What follows belongs to an exercise in optimizing a design on an open flow for small area and a short achievable clock period; a production flow would make more cautious choices.
Function was checked by simulation only, so behaviour that the tests miss may differ from the original.
No activity file was given, so power comes from the tool's default toggle rates.

**design/flow/run.sh**
```bash
#!/bin/bash
# synth_recipe.tcl (not shown) runs the flow's synth.tcl, then flattens the netlist and writes it again
# the make line also repeats each setting of config.mk as NAME=value (left out here)
make -C /OpenROAD-flow-scripts/flow DESIGN_CONFIG=/design/flow/config.mk WORK_HOME=/design/flow/orfs CLKGATE_MAP_FILE= SYNTH_SCRIPT=/design/flow/synth_recipe.tcl finish
```
**design/flow/config.mk**
```make
export PLATFORM = sky130hd
export DESIGN_NAME = systolic_gemm_engine
export DESIGN_NICKNAME = systolic_gemm_engine
export VERILOG_FILES = /design/flow/design.v
export SDC_FILE = /design/flow/constraint.sdc
export NUM_CORES = 4
export LEC_CHECK = 0
export CAP_MARGIN = 20
export CORE_MARGIN = 2
export CORE_UTILIZATION = 40
export SETUP_SLACK_MARGIN = 5
export SLEW_MARGIN = 20
export SYNTH_HIERARCHICAL = 1
export SYNTH_MINIMUM_KEEP_SIZE = 0
```
**design/flow/constraint.sdc**
```tcl
create_clock -name core_clock -period 8.0 [get_ports {clk}]
set_input_delay 1.6000 -clock core_clock [delete_from_list [all_inputs] [get_ports {clk}]]
set_output_delay 1.6000 -clock core_clock [all_outputs]
set_load 0.01 [all_outputs]
```
**design/flow/design.v**
```verilog
package systolic_pkg;
   typedef enum logic [1:0] {
      IDLE  = 2'd0,
      LOAD  = 2'd1,
      RUN   = 2'd2,
      DRAIN = 2'd3
   } state_t;
   function automatic integer calc_lat(input integer rows, input integer cols);
      calc_lat = rows + cols;
   endfunction
endpackage
module sa_mac_pe (
   input  logic        clk,
   input  logic [47:0] i_sel,    
   input  logic [15:0] i_wa,     
   input  logic [15:0] i_wb,     
   input  logic [17:0] i_ws,     
   output logic [17:0] o_res
);
   logic pp1;
   logic pp2;
   logic pp3;
   logic pp4;
   logic pp5;
   logic pp6;
   logic pp7;
   logic pp8;
   logic pp9;
   logic pp10;
   logic pp11;
   logic pp12;
   logic pp13;
   logic pp14;
   logic pp15;
   logic pp16;
   logic pp17;
   logic pp18;
   logic pp19;
   logic pp20;
   logic pp21;
   logic pp22;
   logic pp23;
   logic pp24;
   logic pp25;
   logic pp26;
   logic pp27;
   logic pp28;
   logic pp29;
   logic pp30;
   logic pp31;
   logic pp32;
   logic pp33;
   logic pp34;
   logic pp35;
   logic pp36;
   logic pp37;
   logic pp38;
   logic pp39;
   logic pp40;
   logic pp41;
   logic pp42;
   logic pp43;
   logic pp44;
   logic pp45;
   logic pp46;
   logic pp47;
   logic pp48;
   logic pp49;
   logic pp50;
   logic pp51;
   logic pp52;
   logic pp53;
   logic pp54;
   logic pp55;
   logic pp56;
   logic pp57;
   logic pp58;
   logic pp59;
   logic pp60;
   logic pp61;
   logic pp62;
   logic pp63;
   logic pp64;
   logic pp65;
   logic pp66;
   logic pp67;
   logic pp68;
   logic pp69;
   logic pp70;
   logic pp71;
   logic pp72;
   logic pp73;
   logic pp74;
   logic pp75;
   logic pp76;
   logic pp77;
   logic pp78;
   logic pp79;
   logic pp80;
   logic pp81;
   logic pp82;
   logic pp83;
   logic pp84;
   logic pp85;
   logic pp86;
   logic pp87;
   logic pp88;
   logic pp89;
   logic pp90;
   logic pp91;
   logic pp92;
   logic pp93;
   logic pp94;
   logic pp95;
   logic pp96;
   logic pp97;
   logic pp98;
   logic pp99;
   logic pp100;
   logic pp101;
   logic pp102;
   logic pp103;
   logic pp104;
   logic pp105;
   logic pp106;
   logic pp107;
   logic pp108;
   logic pp109;
   logic pp110;
   logic pp111;
   logic pp112;
   logic pp113;
   logic pp114;
   logic pp115;
   logic pp116;
   logic pp117;
   logic pp118;
   logic pp119;
   logic pp120;
   logic pp121;
   logic pp122;
   logic pp123;
   logic pp124;
   logic pp125;
   logic pp126;
   logic pp127;
   logic pp128;
   logic pp129;
   logic pp130;
   logic pp131;
   logic pp132;
   logic pp133;
   logic pp134;
   logic pp135;
   logic pp136;
   logic pp137;
   logic pp138;
   logic pp139;
   logic pp140;
   logic pp141;
   logic pp142;
   logic pp143;
   logic pp144;
   logic s145;
   logic c146;
   logic s147;
   logic c148;
   logic s149;
   logic c150;
   logic s151;
   logic c152;
   logic s153;
   logic c154;
   logic s155;
   logic c156;
   logic s157;
   logic c158;
   logic s159;
   logic c160;
   logic s161;
   logic c162;
   logic s163;
   logic c164;
   logic s165;
   logic c166;
   logic s167;
   logic c168;
   logic s169;
   logic c170;
   logic s171;
   logic c172;
   logic s173;
   logic c174;
   logic s175;
   logic c176;
   logic s177;
   logic c178;
   logic s179;
   logic c180;
   logic s181;
   logic c182;
   logic s183;
   logic c184;
   logic s185;
   logic c186;
   logic s187;
   logic c188;
   logic s189;
   logic c190;
   logic s191;
   logic c192;
   logic s193;
   logic c194;
   logic s195;
   logic c196;
   logic s197;
   logic c198;
   logic s199;
   logic c200;
   logic s201;
   logic c202;
   logic s203;
   logic c204;
   logic s205;
   logic c206;
   logic s207;
   logic c208;
   logic s209;
   logic c210;
   logic s211;
   logic c212;
   logic s213;
   logic c214;
   logic s215;
   logic c216;
   logic s217;
   logic c218;
   logic s219;
   logic c220;
   logic s221;
   logic c222;
   logic s223;
   logic c224;
   logic s225;
   logic c226;
   logic s227;
   logic c228;
   logic s229;
   logic c230;
   logic s231;
   logic c232;
   logic s233;
   logic c234;
   logic s235;
   logic c236;
   logic s237;
   logic c238;
   logic s239;
   logic c240;
   logic s241;
   logic c242;
   logic s243;
   logic c244;
   logic s245;
   logic c246;
   logic s247;
   logic c248;
   logic s249;
   logic c250;
   logic s251;
   logic c252;
   logic s253;
   logic c254;
   logic s255;
   logic c256;
   logic s257;
   logic c258;
   logic s259;
   logic c260;
   logic s261;
   logic c262;
   logic s263;
   logic c264;
   logic s265;
   logic c266;
   logic s267;
   logic c268;
   logic s269;
   logic c270;
   logic s271;
   logic c272;
   logic s273;
   logic c274;
   logic s275;
   logic c276;
   logic s277;
   logic c278;
   logic s279;
   logic c280;
   logic s281;
   logic c282;
   logic s283;
   logic c284;
   logic s285;
   logic c286;
   logic s287;
   logic c288;
   logic s289;
   logic c290;
   logic s291;
   logic c292;
   logic s293;
   logic c294;
   logic s295;
   logic c296;
   logic s297;
   logic c298;
   logic s299;
   logic c300;
   logic s301;
   logic c302;
   logic s303;
   logic c304;
   logic s305;
   logic c306;
   logic s307;
   logic c308;
   logic s309;
   logic c310;
   logic s311;
   logic c312;
   logic s313;
   logic c314;
   logic s315;
   logic c316;
   logic s317;
   logic c318;
   logic s319;
   logic c320;
   logic s321;
   logic c322;
   logic s323;
   logic c324;
   logic s325;
   logic c326;
   logic s327;
   logic c328;
   logic s329;
   logic c330;
   logic s331;
   logic c332;
   logic s333;
   logic c334;
   logic s335;
   logic c336;
   logic s337;
   logic c338;
   logic s339;
   logic c340;
   logic s341;
   logic c342;
   logic s343;
   logic c344;
   logic s345;
   logic c346;
   logic s347;
   logic c348;
   logic s349;
   logic c350;
   logic s351;
   logic c352;
   logic s353;
   logic c354;
   logic s355;
   logic c356;
   logic s357;
   logic c358;
   logic s359;
   logic c360;
   logic s361;
   logic c362;
   logic s363;
   logic c364;
   logic s365;
   logic c366;
   logic q367;
   logic q368;
   logic q369;
   logic q370;
   logic q371;
   logic q372;
   logic q373;
   logic q374;
   logic q375;
   logic q376;
   logic q377;
   logic q378;
   logic q379;
   logic q380;
   logic q381;
   logic q382;
   logic q383;
   logic q384;
   logic q385;
   logic q386;
   logic q387;
   logic q388;
   logic q389;
   logic q390;
   logic q391;
   logic q392;
   logic q393;
   logic q394;
   logic q395;
   logic q396;
   logic q397;
   logic q398;
   logic q399;
   logic q400;
   logic q401;
   logic q402;
   logic q403;
   logic q404;
   logic q405;
   logic q406;
   logic q407;
   logic q408;
   logic q409;
   logic q410;
   logic q411;
   logic q412;
   logic q413;
   logic q414;
   logic s415;
   logic c416;
   logic s417;
   logic c418;
   logic s419;
   logic c420;
   logic s421;
   logic c422;
   logic s423;
   logic c424;
   logic s425;
   logic c426;
   logic s427;
   logic c428;
   logic s429;
   logic c430;
   logic s431;
   logic c432;
   logic s433;
   logic c434;
   logic s435;
   logic c436;
   logic s437;
   logic c438;
   logic s439;
   logic c440;
   logic s441;
   logic c442;
   logic s443;
   logic c444;
   logic s445;
   logic c446;
   logic [17:0] w_a, w_b;
   assign pp1 = ~((i_sel[0] & i_wa[0]) | (i_sel[1] & i_wb[0]) | (i_sel[2] & i_ws[0]));
   assign pp2 = ~((i_sel[0] & i_wa[1]) | (i_sel[1] & i_wb[1]) | (i_sel[2] & i_ws[1]));
   assign pp3 = ~((i_sel[0] & i_wa[2]) | (i_sel[1] & i_wb[2]) | (i_sel[2] & i_ws[2]));
   assign pp4 = ~((i_sel[0] & i_wa[3]) | (i_sel[1] & i_wb[3]) | (i_sel[2] & i_ws[3]));
   assign pp5 = ~((i_sel[0] & i_wa[4]) | (i_sel[1] & i_wb[4]) | (i_sel[2] & i_ws[4]));
   assign pp6 = ~((i_sel[0] & i_wa[5]) | (i_sel[1] & i_wb[5]) | (i_sel[2] & i_ws[5]));
   assign pp7 = ~((i_sel[0] & i_wa[6]) | (i_sel[1] & i_wb[6]) | (i_sel[2] & i_ws[6]));
   assign pp8 = ~((i_sel[0] & i_wa[7]) | (i_sel[1] & i_wb[7]) | (i_sel[2] & i_ws[7]));
   assign pp9 = ((i_sel[0] & i_wa[7]) | (i_sel[1] & i_wb[7]) | (i_sel[2] & i_ws[8]));
   assign pp10 = ~((i_sel[3] & i_wa[0]) | (i_sel[4] & i_wb[0]) | (i_sel[5] & i_ws[0]));
   assign pp11 = ~((i_sel[3] & i_wa[1]) | (i_sel[4] & i_wb[1]) | (i_sel[5] & i_ws[1]));
   assign pp12 = ~((i_sel[3] & i_wa[2]) | (i_sel[4] & i_wb[2]) | (i_sel[5] & i_ws[2]));
   assign pp13 = ~((i_sel[3] & i_wa[3]) | (i_sel[4] & i_wb[3]) | (i_sel[5] & i_ws[3]));
   assign pp14 = ~((i_sel[3] & i_wa[4]) | (i_sel[4] & i_wb[4]) | (i_sel[5] & i_ws[4]));
   assign pp15 = ~((i_sel[3] & i_wa[5]) | (i_sel[4] & i_wb[5]) | (i_sel[5] & i_ws[5]));
   assign pp16 = ~((i_sel[3] & i_wa[6]) | (i_sel[4] & i_wb[6]) | (i_sel[5] & i_ws[6]));
   assign pp17 = ~((i_sel[3] & i_wa[7]) | (i_sel[4] & i_wb[7]) | (i_sel[5] & i_ws[7]));
   assign pp18 = ((i_sel[3] & i_wa[7]) | (i_sel[4] & i_wb[7]) | (i_sel[5] & i_ws[8]));
   assign pp19 = ~((i_sel[6] & i_wa[0]) | (i_sel[7] & i_wb[0]) | (i_sel[8] & i_ws[0]));
   assign pp20 = ~((i_sel[6] & i_wa[1]) | (i_sel[7] & i_wb[1]) | (i_sel[8] & i_ws[1]));
   assign pp21 = ~((i_sel[6] & i_wa[2]) | (i_sel[7] & i_wb[2]) | (i_sel[8] & i_ws[2]));
   assign pp22 = ~((i_sel[6] & i_wa[3]) | (i_sel[7] & i_wb[3]) | (i_sel[8] & i_ws[3]));
   assign pp23 = ~((i_sel[6] & i_wa[4]) | (i_sel[7] & i_wb[4]) | (i_sel[8] & i_ws[4]));
   assign pp24 = ~((i_sel[6] & i_wa[5]) | (i_sel[7] & i_wb[5]) | (i_sel[8] & i_ws[5]));
   assign pp25 = ~((i_sel[6] & i_wa[6]) | (i_sel[7] & i_wb[6]) | (i_sel[8] & i_ws[6]));
   assign pp26 = ~((i_sel[6] & i_wa[7]) | (i_sel[7] & i_wb[7]) | (i_sel[8] & i_ws[7]));
   assign pp27 = ((i_sel[6] & i_wa[7]) | (i_sel[7] & i_wb[7]) | (i_sel[8] & i_ws[8]));
   assign pp28 = ~((i_sel[9] & i_wa[0]) | (i_sel[10] & i_wb[0]) | (i_sel[11] & i_ws[0]));
   assign pp29 = ~((i_sel[9] & i_wa[1]) | (i_sel[10] & i_wb[1]) | (i_sel[11] & i_ws[1]));
   assign pp30 = ~((i_sel[9] & i_wa[2]) | (i_sel[10] & i_wb[2]) | (i_sel[11] & i_ws[2]));
   assign pp31 = ~((i_sel[9] & i_wa[3]) | (i_sel[10] & i_wb[3]) | (i_sel[11] & i_ws[3]));
   assign pp32 = ~((i_sel[9] & i_wa[4]) | (i_sel[10] & i_wb[4]) | (i_sel[11] & i_ws[4]));
   assign pp33 = ~((i_sel[9] & i_wa[5]) | (i_sel[10] & i_wb[5]) | (i_sel[11] & i_ws[5]));
   assign pp34 = ~((i_sel[9] & i_wa[6]) | (i_sel[10] & i_wb[6]) | (i_sel[11] & i_ws[6]));
   assign pp35 = ~((i_sel[9] & i_wa[7]) | (i_sel[10] & i_wb[7]) | (i_sel[11] & i_ws[7]));
   assign pp36 = ((i_sel[9] & i_wa[7]) | (i_sel[10] & i_wb[7]) | (i_sel[11] & i_ws[8]));
   assign pp37 = ~((i_sel[12] & i_wa[0]) | (i_sel[13] & i_wb[0]) | (i_sel[14] & i_ws[0]));
   assign pp38 = ~((i_sel[12] & i_wa[1]) | (i_sel[13] & i_wb[1]) | (i_sel[14] & i_ws[1]));
   assign pp39 = ~((i_sel[12] & i_wa[2]) | (i_sel[13] & i_wb[2]) | (i_sel[14] & i_ws[2]));
   assign pp40 = ~((i_sel[12] & i_wa[3]) | (i_sel[13] & i_wb[3]) | (i_sel[14] & i_ws[3]));
   assign pp41 = ~((i_sel[12] & i_wa[4]) | (i_sel[13] & i_wb[4]) | (i_sel[14] & i_ws[4]));
   assign pp42 = ~((i_sel[12] & i_wa[5]) | (i_sel[13] & i_wb[5]) | (i_sel[14] & i_ws[5]));
   assign pp43 = ~((i_sel[12] & i_wa[6]) | (i_sel[13] & i_wb[6]) | (i_sel[14] & i_ws[6]));
   assign pp44 = ~((i_sel[12] & i_wa[7]) | (i_sel[13] & i_wb[7]) | (i_sel[14] & i_ws[7]));
   assign pp45 = ((i_sel[12] & i_wa[7]) | (i_sel[13] & i_wb[7]) | (i_sel[14] & i_ws[8]));
   assign pp46 = ~((i_sel[15] & i_wa[0]) | (i_sel[16] & i_wb[0]) | (i_sel[17] & i_ws[0]));
   assign pp47 = ~((i_sel[15] & i_wa[1]) | (i_sel[16] & i_wb[1]) | (i_sel[17] & i_ws[1]));
   assign pp48 = ~((i_sel[15] & i_wa[2]) | (i_sel[16] & i_wb[2]) | (i_sel[17] & i_ws[2]));
   assign pp49 = ~((i_sel[15] & i_wa[3]) | (i_sel[16] & i_wb[3]) | (i_sel[17] & i_ws[3]));
   assign pp50 = ~((i_sel[15] & i_wa[4]) | (i_sel[16] & i_wb[4]) | (i_sel[17] & i_ws[4]));
   assign pp51 = ~((i_sel[15] & i_wa[5]) | (i_sel[16] & i_wb[5]) | (i_sel[17] & i_ws[5]));
   assign pp52 = ~((i_sel[15] & i_wa[6]) | (i_sel[16] & i_wb[6]) | (i_sel[17] & i_ws[6]));
   assign pp53 = ~((i_sel[15] & i_wa[7]) | (i_sel[16] & i_wb[7]) | (i_sel[17] & i_ws[7]));
   assign pp54 = ((i_sel[15] & i_wa[7]) | (i_sel[16] & i_wb[7]) | (i_sel[17] & i_ws[8]));
   assign pp55 = ~((i_sel[18] & i_wa[0]) | (i_sel[19] & i_wb[0]) | (i_sel[20] & i_ws[0]));
   assign pp56 = ~((i_sel[18] & i_wa[1]) | (i_sel[19] & i_wb[1]) | (i_sel[20] & i_ws[1]));
   assign pp57 = ~((i_sel[18] & i_wa[2]) | (i_sel[19] & i_wb[2]) | (i_sel[20] & i_ws[2]));
   assign pp58 = ~((i_sel[18] & i_wa[3]) | (i_sel[19] & i_wb[3]) | (i_sel[20] & i_ws[3]));
   assign pp59 = ~((i_sel[18] & i_wa[4]) | (i_sel[19] & i_wb[4]) | (i_sel[20] & i_ws[4]));
   assign pp60 = ~((i_sel[18] & i_wa[5]) | (i_sel[19] & i_wb[5]) | (i_sel[20] & i_ws[5]));
   assign pp61 = ~((i_sel[18] & i_wa[6]) | (i_sel[19] & i_wb[6]) | (i_sel[20] & i_ws[6]));
   assign pp62 = ~((i_sel[18] & i_wa[7]) | (i_sel[19] & i_wb[7]) | (i_sel[20] & i_ws[7]));
   assign pp63 = ((i_sel[18] & i_wa[7]) | (i_sel[19] & i_wb[7]) | (i_sel[20] & i_ws[8]));
   assign pp64 = ((i_sel[21] & i_wa[0]) | (i_sel[22] & i_wb[0]) | (i_sel[23] & i_ws[0]));
   assign pp65 = ((i_sel[21] & i_wa[1]) | (i_sel[22] & i_wb[1]) | (i_sel[23] & i_ws[1]));
   assign pp66 = ((i_sel[21] & i_wa[2]) | (i_sel[22] & i_wb[2]) | (i_sel[23] & i_ws[2]));
   assign pp67 = ((i_sel[21] & i_wa[3]) | (i_sel[22] & i_wb[3]) | (i_sel[23] & i_ws[3]));
   assign pp68 = ((i_sel[21] & i_wa[4]) | (i_sel[22] & i_wb[4]) | (i_sel[23] & i_ws[4]));
   assign pp69 = ((i_sel[21] & i_wa[5]) | (i_sel[22] & i_wb[5]) | (i_sel[23] & i_ws[5]));
   assign pp70 = ((i_sel[21] & i_wa[6]) | (i_sel[22] & i_wb[6]) | (i_sel[23] & i_ws[6]));
   assign pp71 = ((i_sel[21] & i_wa[7]) | (i_sel[22] & i_wb[7]) | (i_sel[23] & i_ws[7]));
   assign pp72 = ~((i_sel[21] & i_wa[7]) | (i_sel[22] & i_wb[7]) | (i_sel[23] & i_ws[8]));
   assign pp73 = ~((i_sel[24] & i_wa[8]) | (i_sel[25] & i_wb[8]) | (i_sel[26] & i_ws[9]));
   assign pp74 = ~((i_sel[24] & i_wa[9]) | (i_sel[25] & i_wb[9]) | (i_sel[26] & i_ws[10]));
   assign pp75 = ~((i_sel[24] & i_wa[10]) | (i_sel[25] & i_wb[10]) | (i_sel[26] & i_ws[11]));
   assign pp76 = ~((i_sel[24] & i_wa[11]) | (i_sel[25] & i_wb[11]) | (i_sel[26] & i_ws[12]));
   assign pp77 = ~((i_sel[24] & i_wa[12]) | (i_sel[25] & i_wb[12]) | (i_sel[26] & i_ws[13]));
   assign pp78 = ~((i_sel[24] & i_wa[13]) | (i_sel[25] & i_wb[13]) | (i_sel[26] & i_ws[14]));
   assign pp79 = ~((i_sel[24] & i_wa[14]) | (i_sel[25] & i_wb[14]) | (i_sel[26] & i_ws[15]));
   assign pp80 = ~((i_sel[24] & i_wa[15]) | (i_sel[25] & i_wb[15]) | (i_sel[26] & i_ws[16]));
   assign pp81 = ((i_sel[24] & i_wa[15]) | (i_sel[25] & i_wb[15]) | (i_sel[26] & i_ws[17]));
   assign pp82 = ~((i_sel[27] & i_wa[8]) | (i_sel[28] & i_wb[8]) | (i_sel[29] & i_ws[9]));
   assign pp83 = ~((i_sel[27] & i_wa[9]) | (i_sel[28] & i_wb[9]) | (i_sel[29] & i_ws[10]));
   assign pp84 = ~((i_sel[27] & i_wa[10]) | (i_sel[28] & i_wb[10]) | (i_sel[29] & i_ws[11]));
   assign pp85 = ~((i_sel[27] & i_wa[11]) | (i_sel[28] & i_wb[11]) | (i_sel[29] & i_ws[12]));
   assign pp86 = ~((i_sel[27] & i_wa[12]) | (i_sel[28] & i_wb[12]) | (i_sel[29] & i_ws[13]));
   assign pp87 = ~((i_sel[27] & i_wa[13]) | (i_sel[28] & i_wb[13]) | (i_sel[29] & i_ws[14]));
   assign pp88 = ~((i_sel[27] & i_wa[14]) | (i_sel[28] & i_wb[14]) | (i_sel[29] & i_ws[15]));
   assign pp89 = ~((i_sel[27] & i_wa[15]) | (i_sel[28] & i_wb[15]) | (i_sel[29] & i_ws[16]));
   assign pp90 = ((i_sel[27] & i_wa[15]) | (i_sel[28] & i_wb[15]) | (i_sel[29] & i_ws[17]));
   assign pp91 = ~((i_sel[30] & i_wa[8]) | (i_sel[31] & i_wb[8]) | (i_sel[32] & i_ws[9]));
   assign pp92 = ~((i_sel[30] & i_wa[9]) | (i_sel[31] & i_wb[9]) | (i_sel[32] & i_ws[10]));
   assign pp93 = ~((i_sel[30] & i_wa[10]) | (i_sel[31] & i_wb[10]) | (i_sel[32] & i_ws[11]));
   assign pp94 = ~((i_sel[30] & i_wa[11]) | (i_sel[31] & i_wb[11]) | (i_sel[32] & i_ws[12]));
   assign pp95 = ~((i_sel[30] & i_wa[12]) | (i_sel[31] & i_wb[12]) | (i_sel[32] & i_ws[13]));
   assign pp96 = ~((i_sel[30] & i_wa[13]) | (i_sel[31] & i_wb[13]) | (i_sel[32] & i_ws[14]));
   assign pp97 = ~((i_sel[30] & i_wa[14]) | (i_sel[31] & i_wb[14]) | (i_sel[32] & i_ws[15]));
   assign pp98 = ~((i_sel[30] & i_wa[15]) | (i_sel[31] & i_wb[15]) | (i_sel[32] & i_ws[16]));
   assign pp99 = ((i_sel[30] & i_wa[15]) | (i_sel[31] & i_wb[15]) | (i_sel[32] & i_ws[17]));
   assign pp100 = ~((i_sel[33] & i_wa[8]) | (i_sel[34] & i_wb[8]) | (i_sel[35] & i_ws[9]));
   assign pp101 = ~((i_sel[33] & i_wa[9]) | (i_sel[34] & i_wb[9]) | (i_sel[35] & i_ws[10]));
   assign pp102 = ~((i_sel[33] & i_wa[10]) | (i_sel[34] & i_wb[10]) | (i_sel[35] & i_ws[11]));
   assign pp103 = ~((i_sel[33] & i_wa[11]) | (i_sel[34] & i_wb[11]) | (i_sel[35] & i_ws[12]));
   assign pp104 = ~((i_sel[33] & i_wa[12]) | (i_sel[34] & i_wb[12]) | (i_sel[35] & i_ws[13]));
   assign pp105 = ~((i_sel[33] & i_wa[13]) | (i_sel[34] & i_wb[13]) | (i_sel[35] & i_ws[14]));
   assign pp106 = ~((i_sel[33] & i_wa[14]) | (i_sel[34] & i_wb[14]) | (i_sel[35] & i_ws[15]));
   assign pp107 = ~((i_sel[33] & i_wa[15]) | (i_sel[34] & i_wb[15]) | (i_sel[35] & i_ws[16]));
   assign pp108 = ((i_sel[33] & i_wa[15]) | (i_sel[34] & i_wb[15]) | (i_sel[35] & i_ws[17]));
   assign pp109 = ~((i_sel[36] & i_wa[8]) | (i_sel[37] & i_wb[8]) | (i_sel[38] & i_ws[9]));
   assign pp110 = ~((i_sel[36] & i_wa[9]) | (i_sel[37] & i_wb[9]) | (i_sel[38] & i_ws[10]));
   assign pp111 = ~((i_sel[36] & i_wa[10]) | (i_sel[37] & i_wb[10]) | (i_sel[38] & i_ws[11]));
   assign pp112 = ~((i_sel[36] & i_wa[11]) | (i_sel[37] & i_wb[11]) | (i_sel[38] & i_ws[12]));
   assign pp113 = ~((i_sel[36] & i_wa[12]) | (i_sel[37] & i_wb[12]) | (i_sel[38] & i_ws[13]));
   assign pp114 = ~((i_sel[36] & i_wa[13]) | (i_sel[37] & i_wb[13]) | (i_sel[38] & i_ws[14]));
   assign pp115 = ~((i_sel[36] & i_wa[14]) | (i_sel[37] & i_wb[14]) | (i_sel[38] & i_ws[15]));
   assign pp116 = ~((i_sel[36] & i_wa[15]) | (i_sel[37] & i_wb[15]) | (i_sel[38] & i_ws[16]));
   assign pp117 = ((i_sel[36] & i_wa[15]) | (i_sel[37] & i_wb[15]) | (i_sel[38] & i_ws[17]));
   assign pp118 = ~((i_sel[39] & i_wa[8]) | (i_sel[40] & i_wb[8]) | (i_sel[41] & i_ws[9]));
   assign pp119 = ~((i_sel[39] & i_wa[9]) | (i_sel[40] & i_wb[9]) | (i_sel[41] & i_ws[10]));
   assign pp120 = ~((i_sel[39] & i_wa[10]) | (i_sel[40] & i_wb[10]) | (i_sel[41] & i_ws[11]));
   assign pp121 = ~((i_sel[39] & i_wa[11]) | (i_sel[40] & i_wb[11]) | (i_sel[41] & i_ws[12]));
   assign pp122 = ~((i_sel[39] & i_wa[12]) | (i_sel[40] & i_wb[12]) | (i_sel[41] & i_ws[13]));
   assign pp123 = ~((i_sel[39] & i_wa[13]) | (i_sel[40] & i_wb[13]) | (i_sel[41] & i_ws[14]));
   assign pp124 = ~((i_sel[39] & i_wa[14]) | (i_sel[40] & i_wb[14]) | (i_sel[41] & i_ws[15]));
   assign pp125 = ~((i_sel[39] & i_wa[15]) | (i_sel[40] & i_wb[15]) | (i_sel[41] & i_ws[16]));
   assign pp126 = ((i_sel[39] & i_wa[15]) | (i_sel[40] & i_wb[15]) | (i_sel[41] & i_ws[17]));
   assign pp127 = ~((i_sel[42] & i_wa[8]) | (i_sel[43] & i_wb[8]) | (i_sel[44] & i_ws[9]));
   assign pp128 = ~((i_sel[42] & i_wa[9]) | (i_sel[43] & i_wb[9]) | (i_sel[44] & i_ws[10]));
   assign pp129 = ~((i_sel[42] & i_wa[10]) | (i_sel[43] & i_wb[10]) | (i_sel[44] & i_ws[11]));
   assign pp130 = ~((i_sel[42] & i_wa[11]) | (i_sel[43] & i_wb[11]) | (i_sel[44] & i_ws[12]));
   assign pp131 = ~((i_sel[42] & i_wa[12]) | (i_sel[43] & i_wb[12]) | (i_sel[44] & i_ws[13]));
   assign pp132 = ~((i_sel[42] & i_wa[13]) | (i_sel[43] & i_wb[13]) | (i_sel[44] & i_ws[14]));
   assign pp133 = ~((i_sel[42] & i_wa[14]) | (i_sel[43] & i_wb[14]) | (i_sel[44] & i_ws[15]));
   assign pp134 = ~((i_sel[42] & i_wa[15]) | (i_sel[43] & i_wb[15]) | (i_sel[44] & i_ws[16]));
   assign pp135 = ((i_sel[42] & i_wa[15]) | (i_sel[43] & i_wb[15]) | (i_sel[44] & i_ws[17]));
   assign pp136 = ((i_sel[45] & i_wa[8]) | (i_sel[46] & i_wb[8]) | (i_sel[47] & i_ws[9]));
   assign pp137 = ((i_sel[45] & i_wa[9]) | (i_sel[46] & i_wb[9]) | (i_sel[47] & i_ws[10]));
   assign pp138 = ((i_sel[45] & i_wa[10]) | (i_sel[46] & i_wb[10]) | (i_sel[47] & i_ws[11]));
   assign pp139 = ((i_sel[45] & i_wa[11]) | (i_sel[46] & i_wb[11]) | (i_sel[47] & i_ws[12]));
   assign pp140 = ((i_sel[45] & i_wa[12]) | (i_sel[46] & i_wb[12]) | (i_sel[47] & i_ws[13]));
   assign pp141 = ((i_sel[45] & i_wa[13]) | (i_sel[46] & i_wb[13]) | (i_sel[47] & i_ws[14]));
   assign pp142 = ((i_sel[45] & i_wa[14]) | (i_sel[46] & i_wb[14]) | (i_sel[47] & i_ws[15]));
   assign pp143 = ((i_sel[45] & i_wa[15]) | (i_sel[46] & i_wb[15]) | (i_sel[47] & i_ws[16]));
   assign pp144 = ~((i_sel[45] & i_wa[15]) | (i_sel[46] & i_wb[15]) | (i_sel[47] & i_ws[17]));
   sa_fa u_s145 (.a(pp7), .b(pp15), .c(pp23), .s(s145), .co(c146));
   sa_fa u_s147 (.a(pp8), .b(pp16), .c(pp24), .s(s147), .co(c148));
   sa_fa u_s149 (.a(pp32), .b(pp40), .c(pp48), .s(s149), .co(c150));
   sa_ha u_s151 (.a(pp56), .b(pp64), .s(s151), .co(c152));
   sa_fa u_s153 (.a(pp9), .b(pp17), .c(pp25), .s(s153), .co(c154));
   sa_fa u_s155 (.a(pp33), .b(pp41), .c(pp49), .s(s155), .co(c156));
   sa_fa u_s157 (.a(pp57), .b(pp65), .c(pp81), .s(s157), .co(c158));
   sa_fa u_s159 (.a(pp18), .b(pp26), .c(pp34), .s(s159), .co(c160));
   sa_fa u_s161 (.a(pp42), .b(pp50), .c(pp58), .s(s161), .co(c162));
   sa_ha u_s163 (.a(pp66), .b(pp90), .s(s163), .co(c164));
   sa_fa u_s165 (.a(pp27), .b(pp35), .c(pp43), .s(s165), .co(c166));
   sa_fa u_s167 (.a(pp5), .b(pp13), .c(pp21), .s(s167), .co(c168));
   sa_fa u_s169 (.a(pp6), .b(pp14), .c(pp22), .s(s169), .co(c170));
   sa_fa u_s171 (.a(pp30), .b(pp38), .c(pp46), .s(s171), .co(c172));
   sa_ha u_s173 (.a(pp78), .b(pp86), .s(s173), .co(c174));
   sa_fa u_s175 (.a(pp31), .b(pp39), .c(pp47), .s(s175), .co(c176));
   sa_fa u_s177 (.a(pp55), .b(pp79), .c(pp87), .s(s177), .co(c178));
   sa_fa u_s179 (.a(pp95), .b(pp103), .c(pp111), .s(s179), .co(c180));
   sa_ha u_s181 (.a(pp119), .b(pp127), .s(s181), .co(c182));
   sa_fa u_s183 (.a(pp80), .b(pp88), .c(pp96), .s(s183), .co(c184));
   sa_fa u_s185 (.a(pp104), .b(pp112), .c(pp120), .s(s185), .co(c186));
   sa_fa u_s187 (.a(pp128), .b(pp136), .c(1'b1), .s(s187), .co(c188));
   sa_fa u_s189 (.a(s147), .b(s149), .c(s151), .s(s189), .co(c190));
   sa_fa u_s191 (.a(pp89), .b(pp97), .c(pp105), .s(s191), .co(c192));
   sa_fa u_s193 (.a(pp113), .b(pp121), .c(pp129), .s(s193), .co(c194));
   sa_fa u_s195 (.a(pp137), .b(s153), .c(s155), .s(s195), .co(c196));
   sa_fa u_s197 (.a(s157), .b(c148), .c(c150), .s(s197), .co(c198));
   sa_fa u_s199 (.a(pp98), .b(pp106), .c(pp114), .s(s199), .co(c200));
   sa_fa u_s201 (.a(pp122), .b(pp130), .c(pp138), .s(s201), .co(c202));
   sa_fa u_s203 (.a(1'b1), .b(s159), .c(s161), .s(s203), .co(c204));
   sa_fa u_s205 (.a(s163), .b(c154), .c(c156), .s(s205), .co(c206));
   sa_fa u_s207 (.a(pp51), .b(pp59), .c(pp67), .s(s207), .co(c208));
   sa_fa u_s209 (.a(pp99), .b(pp107), .c(pp115), .s(s209), .co(c210));
   sa_fa u_s211 (.a(pp123), .b(pp131), .c(pp139), .s(s211), .co(c212));
   sa_fa u_s213 (.a(s165), .b(c160), .c(c162), .s(s213), .co(c214));
   sa_fa u_s215 (.a(pp36), .b(pp44), .c(pp52), .s(s215), .co(c216));
   sa_fa u_s217 (.a(pp60), .b(pp68), .c(pp108), .s(s217), .co(c218));
   sa_fa u_s219 (.a(pp116), .b(pp124), .c(pp132), .s(s219), .co(c220));
   sa_fa u_s221 (.a(pp45), .b(pp53), .c(pp61), .s(s221), .co(c222));
   sa_ha u_s223 (.a(pp3), .b(pp11), .s(s223), .co(c224));
   sa_fa u_s225 (.a(pp4), .b(pp12), .c(pp20), .s(s225), .co(c226));
   sa_fa u_s227 (.a(pp28), .b(pp76), .c(pp84), .s(s227), .co(c228));
   sa_fa u_s229 (.a(pp29), .b(pp37), .c(pp77), .s(s229), .co(c230));
   sa_fa u_s231 (.a(pp85), .b(pp93), .c(pp101), .s(s231), .co(c232));
   sa_ha u_s233 (.a(pp109), .b(1'b1), .s(s233), .co(c234));
   sa_fa u_s235 (.a(pp94), .b(pp102), .c(pp110), .s(s235), .co(c236));
   sa_fa u_s237 (.a(pp118), .b(1'b1), .c(s169), .s(s237), .co(c238));
   sa_fa u_s239 (.a(s171), .b(s173), .c(c168), .s(s239), .co(c240));
   sa_fa u_s241 (.a(1'b1), .b(s145), .c(s175), .s(s241), .co(c242));
   sa_fa u_s243 (.a(s177), .b(s179), .c(s181), .s(s243), .co(c244));
   sa_fa u_s245 (.a(c170), .b(c172), .c(c174), .s(s245), .co(c246));
   sa_fa u_s247 (.a(c146), .b(s183), .c(s185), .s(s247), .co(c248));
   sa_fa u_s249 (.a(s187), .b(s189), .c(c176), .s(s249), .co(c250));
   sa_fa u_s251 (.a(c178), .b(c180), .c(c182), .s(s251), .co(c252));
   sa_fa u_s253 (.a(c152), .b(s191), .c(s193), .s(s253), .co(c254));
   sa_fa u_s255 (.a(s195), .b(s197), .c(c184), .s(s255), .co(c256));
   sa_fa u_s257 (.a(c186), .b(c188), .c(c190), .s(s257), .co(c258));
   sa_fa u_s259 (.a(c158), .b(s199), .c(s201), .s(s259), .co(c260));
   sa_fa u_s261 (.a(s203), .b(s205), .c(c192), .s(s261), .co(c262));
   sa_fa u_s263 (.a(c194), .b(c196), .c(c198), .s(s263), .co(c264));
   sa_fa u_s265 (.a(c164), .b(s207), .c(s209), .s(s265), .co(c266));
   sa_fa u_s267 (.a(s211), .b(s213), .c(c200), .s(s267), .co(c268));
   sa_fa u_s269 (.a(c202), .b(c204), .c(c206), .s(s269), .co(c270));
   sa_fa u_s271 (.a(pp140), .b(c166), .c(s215), .s(s271), .co(c272));
   sa_fa u_s273 (.a(s217), .b(s219), .c(c208), .s(s273), .co(c274));
   sa_fa u_s275 (.a(c210), .b(c212), .c(c214), .s(s275), .co(c276));
   sa_fa u_s277 (.a(pp69), .b(pp117), .c(pp125), .s(s277), .co(c278));
   sa_fa u_s279 (.a(pp133), .b(pp141), .c(s221), .s(s279), .co(c280));
   sa_fa u_s281 (.a(c216), .b(c218), .c(c220), .s(s281), .co(c282));
   sa_fa u_s283 (.a(pp54), .b(pp62), .c(pp70), .s(s283), .co(c284));
   sa_fa u_s285 (.a(pp126), .b(pp134), .c(pp142), .s(s285), .co(c286));
   sa_fa u_s287 (.a(pp19), .b(pp75), .c(pp83), .s(s287), .co(c288));
   sa_fa u_s289 (.a(pp92), .b(pp100), .c(1'b1), .s(s289), .co(c290));
   sa_ha u_s291 (.a(s225), .b(s227), .s(s291), .co(c292));
   sa_fa u_s293 (.a(s167), .b(s229), .c(s231), .s(s293), .co(c294));
   sa_fa u_s295 (.a(s233), .b(c226), .c(c228), .s(s295), .co(c296));
   sa_fa u_s297 (.a(s235), .b(s237), .c(s239), .s(s297), .co(c298));
   sa_fa u_s299 (.a(c230), .b(c232), .c(c234), .s(s299), .co(c300));
   sa_fa u_s301 (.a(s241), .b(s243), .c(s245), .s(s301), .co(c302));
   sa_fa u_s303 (.a(c236), .b(c238), .c(c240), .s(s303), .co(c304));
   sa_fa u_s305 (.a(s247), .b(s249), .c(s251), .s(s305), .co(c306));
   sa_fa u_s307 (.a(c242), .b(c244), .c(c246), .s(s307), .co(c308));
   sa_fa u_s309 (.a(s253), .b(s255), .c(s257), .s(s309), .co(c310));
   sa_fa u_s311 (.a(c248), .b(c250), .c(c252), .s(s311), .co(c312));
   sa_fa u_s313 (.a(s259), .b(s261), .c(s263), .s(s313), .co(c314));
   sa_fa u_s315 (.a(c254), .b(c256), .c(c258), .s(s315), .co(c316));
   sa_fa u_s317 (.a(s265), .b(s267), .c(s269), .s(s317), .co(c318));
   sa_fa u_s319 (.a(c260), .b(c262), .c(c264), .s(s319), .co(c320));
   sa_fa u_s321 (.a(s271), .b(s273), .c(s275), .s(s321), .co(c322));
   sa_fa u_s323 (.a(c266), .b(c268), .c(c270), .s(s323), .co(c324));
   sa_fa u_s325 (.a(s277), .b(s279), .c(s281), .s(s325), .co(c326));
   sa_fa u_s327 (.a(c272), .b(c274), .c(c276), .s(s327), .co(c328));
   sa_fa u_s329 (.a(c222), .b(s283), .c(s285), .s(s329), .co(c330));
   sa_fa u_s331 (.a(c278), .b(c280), .c(c282), .s(s331), .co(c332));
   sa_fa u_s333 (.a(pp63), .b(pp71), .c(pp135), .s(s333), .co(c334));
   sa_fa u_s335 (.a(pp143), .b(c284), .c(c286), .s(s335), .co(c336));
   sa_ha u_s337 (.a(pp2), .b(pp10), .s(s337), .co(c338));
   sa_fa u_s339 (.a(pp91), .b(1'b1), .c(s223), .s(s339), .co(c340));
   sa_fa u_s341 (.a(c224), .b(s289), .c(s291), .s(s341), .co(c342));
   sa_fa u_s343 (.a(s293), .b(s295), .c(c290), .s(s343), .co(c344));
   sa_fa u_s345 (.a(s297), .b(s299), .c(c294), .s(s345), .co(c346));
   sa_fa u_s347 (.a(s301), .b(s303), .c(c298), .s(s347), .co(c348));
   sa_fa u_s349 (.a(s305), .b(s307), .c(c302), .s(s349), .co(c350));
   sa_fa u_s351 (.a(s309), .b(s311), .c(c306), .s(s351), .co(c352));
   sa_fa u_s353 (.a(s313), .b(s315), .c(c310), .s(s353), .co(c354));
   sa_fa u_s355 (.a(s317), .b(s319), .c(c314), .s(s355), .co(c356));
   sa_fa u_s357 (.a(s321), .b(s323), .c(c318), .s(s357), .co(c358));
   sa_fa u_s359 (.a(s325), .b(s327), .c(c322), .s(s359), .co(c360));
   sa_fa u_s361 (.a(s329), .b(s331), .c(c326), .s(s361), .co(c362));
   sa_fa u_s363 (.a(s333), .b(s335), .c(c330), .s(s363), .co(c364));
   sa_fa u_s365 (.a(pp72), .b(pp144), .c(c334), .s(s365), .co(c366));
   sa_ha u_s415 (.a(q367), .b(q368), .s(s415), .co(c416));
   sa_fa u_s417 (.a(q369), .b(q370), .c(q371), .s(s417), .co(c418));
   sa_fa u_s419 (.a(q372), .b(q373), .c(q374), .s(s419), .co(c420));
   sa_fa u_s421 (.a(q375), .b(q376), .c(q377), .s(s421), .co(c422));
   sa_fa u_s423 (.a(q378), .b(q379), .c(q380), .s(s423), .co(c424));
   sa_fa u_s425 (.a(q381), .b(q382), .c(q383), .s(s425), .co(c426));
   sa_fa u_s427 (.a(q384), .b(q385), .c(q386), .s(s427), .co(c428));
   sa_fa u_s429 (.a(q387), .b(q388), .c(q389), .s(s429), .co(c430));
   sa_fa u_s431 (.a(q390), .b(q391), .c(q392), .s(s431), .co(c432));
   sa_fa u_s433 (.a(q393), .b(q394), .c(q395), .s(s433), .co(c434));
   sa_fa u_s435 (.a(q396), .b(q397), .c(q398), .s(s435), .co(c436));
   sa_fa u_s437 (.a(q399), .b(q400), .c(q401), .s(s437), .co(c438));
   sa_fa u_s439 (.a(q402), .b(q403), .c(q404), .s(s439), .co(c440));
   sa_fa u_s441 (.a(q405), .b(q406), .c(q407), .s(s441), .co(c442));
   sa_fa u_s443 (.a(q408), .b(q409), .c(q410), .s(s443), .co(c444));
   sa_fa u_s445 (.a(q411), .b(q412), .c(q413), .s(s445), .co(c446));
   always_ff @(posedge clk) begin
      q367 <= pp1;
      q368 <= pp73;
      q369 <= pp74;
      q370 <= pp82;
      q371 <= s337;
      q372 <= s287;
      q373 <= s339;
      q374 <= c338;
      q375 <= c288;
      q376 <= s341;
      q377 <= c340;
      q378 <= c292;
      q379 <= s343;
      q380 <= c342;
      q381 <= c296;
      q382 <= s345;
      q383 <= c344;
      q384 <= c300;
      q385 <= s347;
      q386 <= c346;
      q387 <= c304;
      q388 <= s349;
      q389 <= c348;
      q390 <= c308;
      q391 <= s351;
      q392 <= c350;
      q393 <= c312;
      q394 <= s353;
      q395 <= c352;
      q396 <= c316;
      q397 <= s355;
      q398 <= c354;
      q399 <= c320;
      q400 <= s357;
      q401 <= c356;
      q402 <= c324;
      q403 <= s359;
      q404 <= c358;
      q405 <= c328;
      q406 <= s361;
      q407 <= c360;
      q408 <= c332;
      q409 <= s363;
      q410 <= c362;
      q411 <= c336;
      q412 <= s365;
      q413 <= c364;
      q414 <= c366;
   end
   assign w_a = {1'b1, q414, s445, s443, s441, s439, s437, s435, s433, s431, s429, s427, s425, s423, s421, s419, s417, 1'b1};
   assign w_b = {1'b0, c446, c444, c442, c440, c438, c436, c434, c432, c430, c428, c426, c424, c422, c420, c418, c416, s415};
   always_ff @(posedge clk) o_res <= ~(w_a + w_b);
endmodule
module sa_fa (input logic a, b, c, output logic s, co);
   assign s  = a ^ b ^ c;
   assign co = (a & b) | (a & c) | (b & c);
endmodule
module sa_ha (input logic a, b, output logic s, co);
   assign s  = a ^ b;
   assign co = a & b;
endmodule
module systolic_gemm_engine #(
   parameter int ROWS = 4,
   parameter int COLS = 4,
   parameter int DW   = 8,
   parameter int AW   = 20
) (
   input  logic                 clk,
   input  logic                 rst,
   input  logic                 w_valid,
   output logic                 w_ready,
   input  logic [COLS*DW-1:0]   w_data,
   input  logic                 a_valid,
   output logic                 a_ready,
   input  logic                 a_last,
   input  logic [ROWS*DW-1:0]   a_data,
   output logic                 out_valid,
   output logic [COLS*AW-1:0]   out_data,
   output logic                 busy
);
   localparam int LAT = 8;
   localparam int NRAW = 5;    
   logic            r_w_ready;
   logic            r_a_ready;
   logic            r_busy;
   logic [2:0]      r_cnt;
   logic [LAT-1:0]  r_vld;
   logic            w_w_fire;
   logic            w_a_fire;
   assign w_w_fire = w_valid && r_w_ready;
   assign w_a_fire = a_valid && r_a_ready;
   always_ff @(posedge clk) begin
      if (rst) begin
         r_w_ready <= 1'b1;
         r_a_ready <= 1'b0;
         r_busy    <= 1'b0;
         r_cnt     <= '0;
      end else if (r_w_ready) begin
         if (w_valid) begin
            r_busy <= 1'b1;
            r_cnt  <= {1'b0, r_cnt[1:0] + 2'd1};
            if (r_cnt[1:0] == 2'd3) begin
               r_w_ready <= 1'b0;
               r_a_ready <= 1'b1;
            end
         end
      end else if (r_a_ready) begin
         if (a_valid && a_last) r_a_ready <= 1'b0;
      end else if (r_busy) begin
         r_cnt <= r_cnt + 3'd1;
         if (r_cnt == 3'd7) begin
            r_w_ready <= 1'b1;
            r_busy    <= 1'b0;
         end
      end
   end
   always_ff @(posedge clk) begin
      if (rst) r_vld <= '0;
      else     r_vld <= {r_vld[LAT-2:0], w_a_fire};
   end
   assign w_ready   = r_w_ready;
   assign a_ready   = r_a_ready;
   assign busy      = r_busy;
   assign out_valid = r_vld[LAT-1];
   logic [DW-1:0] r_w  [ROWS][COLS];
   logic [DW:0]   r_ws [ROWS/2][COLS];
   for (genvar r = 0; r < ROWS; r++) begin : g_wr
      for (genvar c = 0; c < COLS; c++) begin : g_wc
         always_ff @(posedge clk) begin
            if (w_w_fire && r_cnt[1:0] == 2'(r)) r_w[r][c] <= w_data[c*DW +: DW];
         end
      end
   end
   for (genvar p = 0; p < ROWS/2; p++) begin : g_ws
      for (genvar c = 0; c < COLS; c++) begin : g_wsc
         always_ff @(posedge clk) begin
            r_ws[p][c] <= {r_w[2*p][c][DW-1], r_w[2*p][c]} +
                          {r_w[2*p+1][c][DW-1], r_w[2*p+1][c]};
         end
      end
   end
   logic [ROWS*DW-1:0] r_a [NRAW];
   always_ff @(posedge clk) begin
      r_a[0] <= a_data;
      for (int i = 1; i < NRAW; i++) r_a[i] <= r_a[i-1];
   end
   logic [47:0] r_sel;
   always_ff @(posedge clk) begin
      for (int p = 0; p < 2; p++) begin
         for (int b = 0; b < DW; b++) begin
            r_sel[(p*8+b)*3 + 0] <=  r_a[NRAW-1][(2*p)*DW + b] & ~r_a[NRAW-1][(2*p+1)*DW + b];
            r_sel[(p*8+b)*3 + 1] <= ~r_a[NRAW-1][(2*p)*DW + b] &  r_a[NRAW-1][(2*p+1)*DW + b];
            r_sel[(p*8+b)*3 + 2] <=  r_a[NRAW-1][(2*p)*DW + b] &  r_a[NRAW-1][(2*p+1)*DW + b];
         end
      end
   end
   for (genvar c = 0; c < COLS; c++) begin : g_col
      logic [17:0] w_res;
      sa_mac_pe u_pe (
         .clk   (clk),
         .i_sel (r_sel),
         .i_wa  ({r_w[2][c], r_w[0][c]}),
         .i_wb  ({r_w[3][c], r_w[1][c]}),
         .i_ws  ({r_ws[1][c], r_ws[0][c]}),
         .o_res (w_res)
      );
      assign out_data[c*AW +: AW] = {{(AW-18){w_res[17]}}, w_res};
   end
endmodule
```
==> flow_metrics.tcl <==
set metrics [dict create \
    htreeDepth 3 \
    clock_sinks 686 \
    drive_above_1_share_pct 16.7 \
    postLayoutCellArea_mm2 0.0462 \
    synth_ff_type "dfxtp_1" \
    dp_hpwl_um 77600 \
    synth_area_leaders "dfxtp_1 (29%), fa_1 (25%), a222oi_1 (15%)" \
    core_mm2 0.0969 \
    wl_per_cell_um 27.5 \
    gr-usage-all-layers_pct 24.4 \
    end_kind "register" \
    vias_per_cell 6.61 \
    row_count 114 \
    cts_hold_buf 0 \
    critPathLaunchType "register" \
    maxSlewHeadroom_pct 26.2 \
    wl_um 125000 \
    ir_worst_vdd_mv 0.242 \
    fin_cells 4549 \
    initial_core_util_pct 40.5 \
    portBuffers 152 \
    yosysSeqAreaShare_pct 38.3 \
    antenna_left 0 \
    maxSlewViolCount 0 \
    synth_edf_count 128 \
    worst_slew_pin_slew_ps 1110 \
    dieWidth_um 317 \
    place_ws_ps 3960 \
    antenna_found_initial 3 \
    rsz0062_at_grt "yes" \
    post-route-util_pct 47.7 \
    synth_seq_cells 686 \
    area_growth_pct 17.8 \
    met1Wirelength_um 45200 \
    synth.avg_cell_area_um2 12.7 \
    dr.pass1.iters 22 \
    synth_top_area_share_pct 28.5 \
    slowest_delay_ps 550 \
    insertion_delay_ps 660 \
    die-area_mm2 0.100 \
    numCtsBuffers 78 \
    critPathKind "reg -> reg" \
    yosysTopAreaCell "dfxtp_1" \
    ys_types 66 \
    grt_pass1_wl_um 186000 \
    clk_path_buf_depth 3 \
    synthCells 3090 \
    root_buffer "clkbuf_16" \
    n_antenna_cell 0 \
    cp_common_cell "fa_2" \
    wl_met3_um 18800 \
    powerDensity_mw_per_mm2 424 \
    async_reset_ff_share_pct 0 \
    status "no timing/DRC/antenna violations" \
    final.period_utilization_pct 47.8 \
    critical_path_arrival_ps 4350 \
    path_clk_slew_ps 60 \
    placed_cells 4238 \
    vias 30077 \
    synthesis.area_mm2 0.0392 \
    timing.critical_path.fanout_max 7 \
    synth_most_common_cell "a222oi_1" \
    dpl_cell_area_mm2 0.0414 \
    cap_violations 0 \
    fillerInstances 8640 \
    p_leak_nw 17.9 \
    hold_viol_final 0 \
    setup_viol 0 \
    finClkSkew_ps 21.1 \
    grt_pass1_vias 30439 \
    crit_buf_inv 1 \
    routed-wl-met2_um 53100 \
    num_io_pins 153 \
    cts_tree "built" \
    fin_tns_setup_ps 0 \
    hp-class "reg -> reg" \
    die_h_um 317 \
    path_delay_family "adder cells" \
    cp.required_ps 8530 \
    fmax_mhz 262 \
    fin_crit_ps 3820 \
    cp_cell_sequence "buf_6 > a222oi_1 > fa_2 > fa_2 > fa_2 > fa_2 > fa_1" \
    place_congestion 0.902 \
    crit_slowest_cell "fa_2" \
    overflow 0 \
    drc 0 \
    synth_warnings 11 \
    drt_iter0_drc 10289 \
    final_nets 3931 \
    synth_commonest_cells "a222oi_1 (576), dfxtp_1 (558), fa_1 (484), clkbuf_1 (241), ha_1 (169)" \
    setup_slack_ps 4180 \
    highest_layer "met5" \
    grt_max_degree 37 \
]
## Yosys stat by module (local to each module, per instance)
module | flip-flops and latches | times used | cell area, µm²
systolic_gemm_engine | 422 | 1 | 12900
sa_mac_pe | 66 | 4 | 4110
sa_fa | 0 | 472 | 20.0
sa_ha | 0 | 36 | 12.5
## worst reg2reg max path: stages (launching register included)
cell and delay (ps):
edfxtp_1 530, buf_6 190, a222oi_1 490, fa_2 550
fa_2 540, fa_2 440, fa_2 540, fa_1 420
## path summary, 6_finish.rpt
| kind | from | end | slack, ps | depth (start not counted) |
|---|---|---|---|---|
| hold / removal | r_a[3][11]$_DFF_P_ | r_a[4][11]$_DFF_P_ | 320 | 0 |
| setup / recovery | r_w[2][7]$_DFFE_PP_ | g_col[2].u_pe.q391$_DFF_P_ | 4180 | 7 |
| hold reg to reg | r_a[3][11]$_DFF_P_ | r_a[4][11]$_DFF_P_ | 320 | 0 |
| setup reg to reg | r_w[2][7]$_DFFE_PP_ | g_col[2].u_pe.q391$_DFF_P_ | 4180 | 7 |
## where the power goes
group          switching, mW  internal, mW  total, mW
combinational           5.89          4.91       10.8
clock                   1.50          2.28       3.77
sequential             0.519          4.49       5.01
total                   7.91          11.7       19.6
## routing by layer
metal	vias to the layer above	GRT usage, %
met5	-	0.758
met1	14448	31.8
li1	12271	-
met4	4	13.0
met2	2734	35.8
met3	620	8.29
## logic make-up after synthesis
logic type	synth area share, %
AND/OR/NAND/NOR	3.55
AO/OA/AOI/OAI	20.7
buffers and inverters	5.04
other	0.0383
XOR/XNOR	2.03
multiplexers	0.220
flip-flops	38.3
adder cells (fa/ha/maj)	30.1
## cells in the final DEF (no fill, tap or decap), types with 28 or more instances in the layout
| cell | instances |
|---|---|
| a222oi_1 | 576 |
| dfxtp_1 | 549 |
| fa_1 | 361 |
| ha_1 | 169 |
| inv_1 | 152 |
| buf_4 | 130 |
| edfxtp_1 | 128 |
| fa_2 | 123 |
| clkbuf_16 | 86 |
| dlygate4sd2_1 | 84 |
| a21oi_1 | 83 |
| clkdlybuf4s50_1 | 68 |
| a21o_1 | 59 |
| xnor2_1 | 57 |
| buf_6 | 57 |
| nand2_1 | 51 |
| nor2b_1 | 47 |
| xor2_1 | 34 |
| o21ai_0 | 32 |
| nor2_1 | 32 |
| conb_1 | 28 |
## flip-flops by register name, indices dropped and copies added, names as in the netlist, 8 cells and up
register	cells
r_a	160
r_w	128
g_col.u_pe.o_res	72
r_ws	72
r_sel	48
r_vld	8
## timing repair
item | in CTS | in global routing
gates cloned | 5 | 1
pin swaps | 175 | 127
setup buffers | 121 | 40
resized for setup | 260 | 64
endpoints found under the setup margin | 184 | 98
## metrics by stage
stage          power [mW]  hold slack, ps
6_report             19.6             323
5_1_grt              21.2             326
4_1_cts              19.6             322
3_5_place_dp         15.7             312
3_3_place_gp         15.5             310
2_1_floorplan        12.8             310
## layout make-up
| type | instances | area (µm²) | share of cell area (%) |
|---|---|---|---|
| Clock buffer | 102 | 2280 | 4.94 |
| Clock inverter | 42 | 457 | 0.989 |
| Inverter | 152 | 571 | 1.24 |
| Multi-Input combinational cell | 1922 | 22600 | 49.0 |
| Sequential cell | 686 | 15000 | 32.6 |
| Tap cell | 1276 | 1600 | 3.46 |
| Timing Repair Buffer | 369 | 3610 | 7.82 |

-- static timing again, ports no longer ideal --
The flow's constraints put no driver on any port. The routed layout listed below was extracted and timed again, unchanged, in two steps. Step 1 (the two cells are an assumption about what drives the block):
set clk [get_ports {clk}]
set_driving_cell -lib_cell sky130_fd_sc_hd__clkbuf_16 $clk
set_driving_cell -lib_cell sky130_fd_sc_hd__buf_2 [delete_from_list [all_inputs] $clk]
Step 2 also shifts input and output timing later by t, the mid clock arrival at the registers, as if the neighbouring blocks saw the same clock. Slacks: ideal / step 1 / step 2; pairs: ideal / step 1.
t, ns: 0.721
setup WS [ns]: 4.178 / 4.178 / 4.178
worst hold slack (ns): 0.323 / 0.323 / 0.323
worst register clock-pin slew, ns: 0.06 / 0.06
worst data-port slew with drivers (ns): 0.15
After both steps setup and hold are still met in this run. The setup slack of this run moves by 0.000 ns with the drivers and by 0.000 ns with both steps.
